What follows belongs to an exercise in optimizing a design on an open flow for small area and a short achievable clock period; a production flow would make more cautious choices. The RTL was checked by simulation tests, not by an equivalence proof against the original design. Power is estimated from default activity; no workload was simulated.

## build 57
Design enc_bridge_top, start of the top module:
module enc_bridge_top
(
    input  logic                        clk,
    input  logic                        rst,
    input  logic [34:0]                 i_req,
    output logic [32:0]                 o_rsp,
    input  logic [5:0]                  i_param_sel,
    output logic [4:0]                  o_enc_in,
    input  logic [8:0]                  i_enc_out,
    output logic [67:0]                 o_conf
);
Settings: LEC_CHECK=0, CAP_MARGIN=20, CORE_MARGIN=2, CORE_UTILIZATION=70, CTS_CLUSTER_DIAMETER=80, CTS_CLUSTER_SIZE=24, SETUP_SLACK_MARGIN=2.9, SLEW_MARGIN=20, TNS_END_PERCENT=20; clock period 5.5 ns.
run.sh (not shown) runs the stock make flow with config.mk's settings and CLKGATE_MAP_FILE= SYNTH_SCRIPT=/design/flow/synth_recipe.tcl, a recipe that flattens the netlist after the stock synthesis.
In summary, build 57 completed successfully, with a layout that passed the timing, DRC and antenna checks.
For build 28, these inputs were changed with respect to build 57:
==> flow/flow/run.sh (new file) <==
#!/bin/bash
# The standard layout (standard.sh) with two changes to how cells are
# picked: the platform's delay cells are kept out of the layout (port
# buffering and timing repair otherwise use them as plain buffers on input
# and output paths, where they only add delay), and timing repair may resize
# a cell to one of another width (the platform only lets it pick cells of the
# same width). Placement is legalised after each repair as usual.
set -euo pipefail
cat >> config.mk <<'MK'
export DONT_USE_CELLS += sky130_fd_sc_hd__clkdlybuf4s15_1 sky130_fd_sc_hd__clkdlybuf4s15_2 sky130_fd_sc_hd__clkdlybuf4s18_1 sky130_fd_sc_hd__clkdlybuf4s18_2 sky130_fd_sc_hd__clkdlybuf4s25_1 sky130_fd_sc_hd__clkdlybuf4s25_2 sky130_fd_sc_hd__clkdlybuf4s50_1 sky130_fd_sc_hd__clkdlybuf4s50_2 sky130_fd_sc_hd__dlygate4sd1_1 sky130_fd_sc_hd__dlygate4sd2_1 sky130_fd_sc_hd__dlygate4sd3_1 sky130_fd_sc_hd__dlymetal6s2s_1 sky130_fd_sc_hd__dlymetal6s4s_1 sky130_fd_sc_hd__dlymetal6s6s_1
MK
# The platform sets MATCH_CELL_FOOTPRINT in its config.mk; make's command line
# outranks it
sed 's/CLKGATE_MAP_FILE= /CLKGATE_MAP_FILE= MATCH_CELL_FOOTPRINT=0 /' standard.sh > standard_nofp.sh
grep -q 'MATCH_CELL_FOOTPRINT=0' standard_nofp.sh
bash standard_nofp.sh > standard_flow.log 2>&1
==> flow/standard.sh (new file) <==
#!/bin/bash
# synth_recipe.tcl (not shown) runs the flow's synth.tcl, then flattens the netlist and writes it again
# the make line also repeats each setting of config.mk as NAME=value (left out here)
make -C /OpenROAD-flow-scripts/flow DESIGN_CONFIG=/design/flow/config.mk WORK_HOME=/design/flow/orfs CLKGATE_MAP_FILE= SYNTH_SCRIPT=/design/flow/synth_recipe.tcl "${@:-finish}"
--- a/flow/config.mk
+++ b/flow/config.mk
@@ -14,2 +14,3 @@
 export SLEW_MARGIN = 20
 export TNS_END_PERCENT = 20
+export DONT_USE_CELLS += sky130_fd_sc_hd__clkdlybuf4s15_1 sky130_fd_sc_hd__clkdlybuf4s15_2 sky130_fd_sc_hd__clkdlybuf4s18_1 sky130_fd_sc_hd__clkdlybuf4s18_2 sky130_fd_sc_hd__clkdlybuf4s25_1 sky130_fd_sc_hd__clkdlybuf4s25_2 sky130_fd_sc_hd__clkdlybuf4s50_1 sky130_fd_sc_hd__clkdlybuf4s50_2 sky130_fd_sc_hd__dlygate4sd1_1 sky130_fd_sc_hd__dlygate4sd2_1 sky130_fd_sc_hd__dlygate4sd3_1 sky130_fd_sc_hd__dlymetal6s2s_1 sky130_fd_sc_hd__dlymetal6s4s_1 sky130_fd_sc_hd__dlymetal6s6s_1
removed: flow/run.sh
[summary]
- In build 28, time the worst path needs with I/O delays and setup is lower than in build 57.
- Build 57 → build 28: synthesized cell count saw little to no change, total of plain and repair buffers excluding clock buffers shrank by about 0.35%, smallest setup slack after layout increased 0.056 ns.
- Start point of the critical path: rx_r1_lo_n[9]$_SDFFE_PP0P_ -> build 28, tx_r_lo_n[7]$_SDFFE_PP0P_ -> build 57
Edits applied to the flow inputs when going from build 28 to build 94:
--- a/flow/config.mk
+++ b/flow/config.mk
@@ -8,5 +8,5 @@
 export CAP_MARGIN = 20
 export CORE_MARGIN = 2
-export CORE_UTILIZATION = 70
+export CORE_UTILIZATION = 60
 export CTS_CLUSTER_DIAMETER = 80
 export CTS_CLUSTER_SIZE = 24
### Flow results
Comparing build 94 and build 28, the higher number of DRC markers in iteration 0 is on build 28. Compared with build 28, build 94 shows a worst hold slack that is 0.0092 ns higher. What build 94 reported for post-detailed-route via-to-cell ratio has to be multiplied by 1.06 to get the figure for build 28. Every stage of the flow completed for build 94, and the final layout passed the timing, DRC and antenna checks. Delta (build 94 minus build 28): routability congestion estimate from global placement now smaller; register-to-register slack now smaller; slack of the critical path now smaller; area share of fa/ha/maj cells after synthesis comparable; total detailed-routing wirelength now larger. Looking at number of well taps across build 94 and build 28, the one that comes out lower is build 28. When build 94 is measured against build 28, its placed cell area turns out 0.40% higher. Of build 94 and build 28, the run reporting the higher layout-stage area growth over the synthesis result was build 94.

Setup of v12:
enc_bridge_top again, from the RTL that the note above started with.
// enc_bridge_top
module enc_bridge_top
(
    input  logic                        clk,
    input  logic                        rst,
    input  logic [34:0]                 i_req,
    output logic [32:0]                 o_rsp,
    input  logic [5:0]                  i_param_sel,
    output logic [4:0]                  o_enc_in,
    input  logic [8:0]                  i_enc_out,
    output logic [67:0]                 o_conf
);
make LEC_CHECK=0 CAP_MARGIN=20 CORE_MARGIN=2 CORE_UTILIZATION=60 CTS_CLUSTER_DIAMETER=80 CTS_CLUSTER_SIZE=24 SETUP_SLACK_MARGIN=2.9 SLEW_MARGIN=20 TNS_END_PERCENT=100 finish   # period 5.5 ns
Stock flow here: none of the scripts above is used.
### v12 -> v14
# v12
export LEC_CHECK = 0
export CAP_MARGIN = 20
export CORE_MARGIN = 2
export CORE_UTILIZATION = 60
export CTS_CLUSTER_DIAMETER = 80
export CTS_CLUSTER_SIZE = 24
export SETUP_SLACK_MARGIN = 2.9
export SLEW_MARGIN = 20
export TNS_END_PERCENT = 100
create_clock -name core_clock -period 5.5 [get_ports {clk}]
# v14
export LEC_CHECK = 0
export CAP_MARGIN = 20
export CORE_MARGIN = 2
export CORE_UTILIZATION = 60
export CTS_CLUSTER_DIAMETER = 80
export CTS_CLUSTER_SIZE = 24
export SETUP_SLACK_MARGIN = 2.9
export SLEW_MARGIN = 20
export TNS_END_PERCENT = 20
create_clock -name core_clock -period 5.5 [get_ports {clk}]
### Flow results
v14 completed end to end with timing, DRC and antenna clean. Taking v12 as the reference, in v14 combinational share of power essentially unchanged; fmax fell 4.2%. v14: final wirelength about 1.1% above v12. v14 ended with less register-to-register slack than v12. v12 -> v14: delay of the slowest cell on the worst path flat. Against v12, v14 comes in 3.3 points lower on relative slew slack. There was hardly any difference in switching share of power between v12 and v14. The final-report hold violation count was comparable across v14 and v12. Comparing v12 with v14, the total design power came out essentially unchanged. Diff v12 -> v14: sequential share of layout area went up; setup slack of the critical path after layout saw a decrease.

==> what the ideal ports hide <==
The results above use ideal ports. As a check the final layouts listed here were re-extracted and re-timed, cells and wires unchanged. Step 1 assumes that a clkbuf_16 drives the clock port and a buf_2 every other input. Step 2 also shifts input and output timing later by t, the mid clock arrival at the registers, as if the neighbouring blocks saw the same clock. Three values: ideal ports, drivers, drivers and shift; two values: the first two.
run	shift t [ns]	slack for setup (ns)	worst hold slack (ns)	worst data-port slew with drivers (ns)
build 57	0.921	2.616 / 2.604 / 1.882	0.421 / 0.421 / 0.421	0.04
build 28	0.926	2.671 / 2.671 / 1.838	0.422 / 0.422 / 0.422	0.04
build 94	0.926	2.632 / 2.632 / 1.916	0.431 / 0.431 / 0.431	0.09
v12	0.931	2.835 / 2.835 / 2.004	0.423 / 0.423 / 0.423	0.15
v14	0.947	2.719 / 2.719 / 1.931	0.420 / 0.420 / 0.420	0.09
After both steps every run listed still meets setup and hold. The setup slack of build 28, which loses most, moves by 0.000 ns with the drivers and by -0.833 ns with both steps.
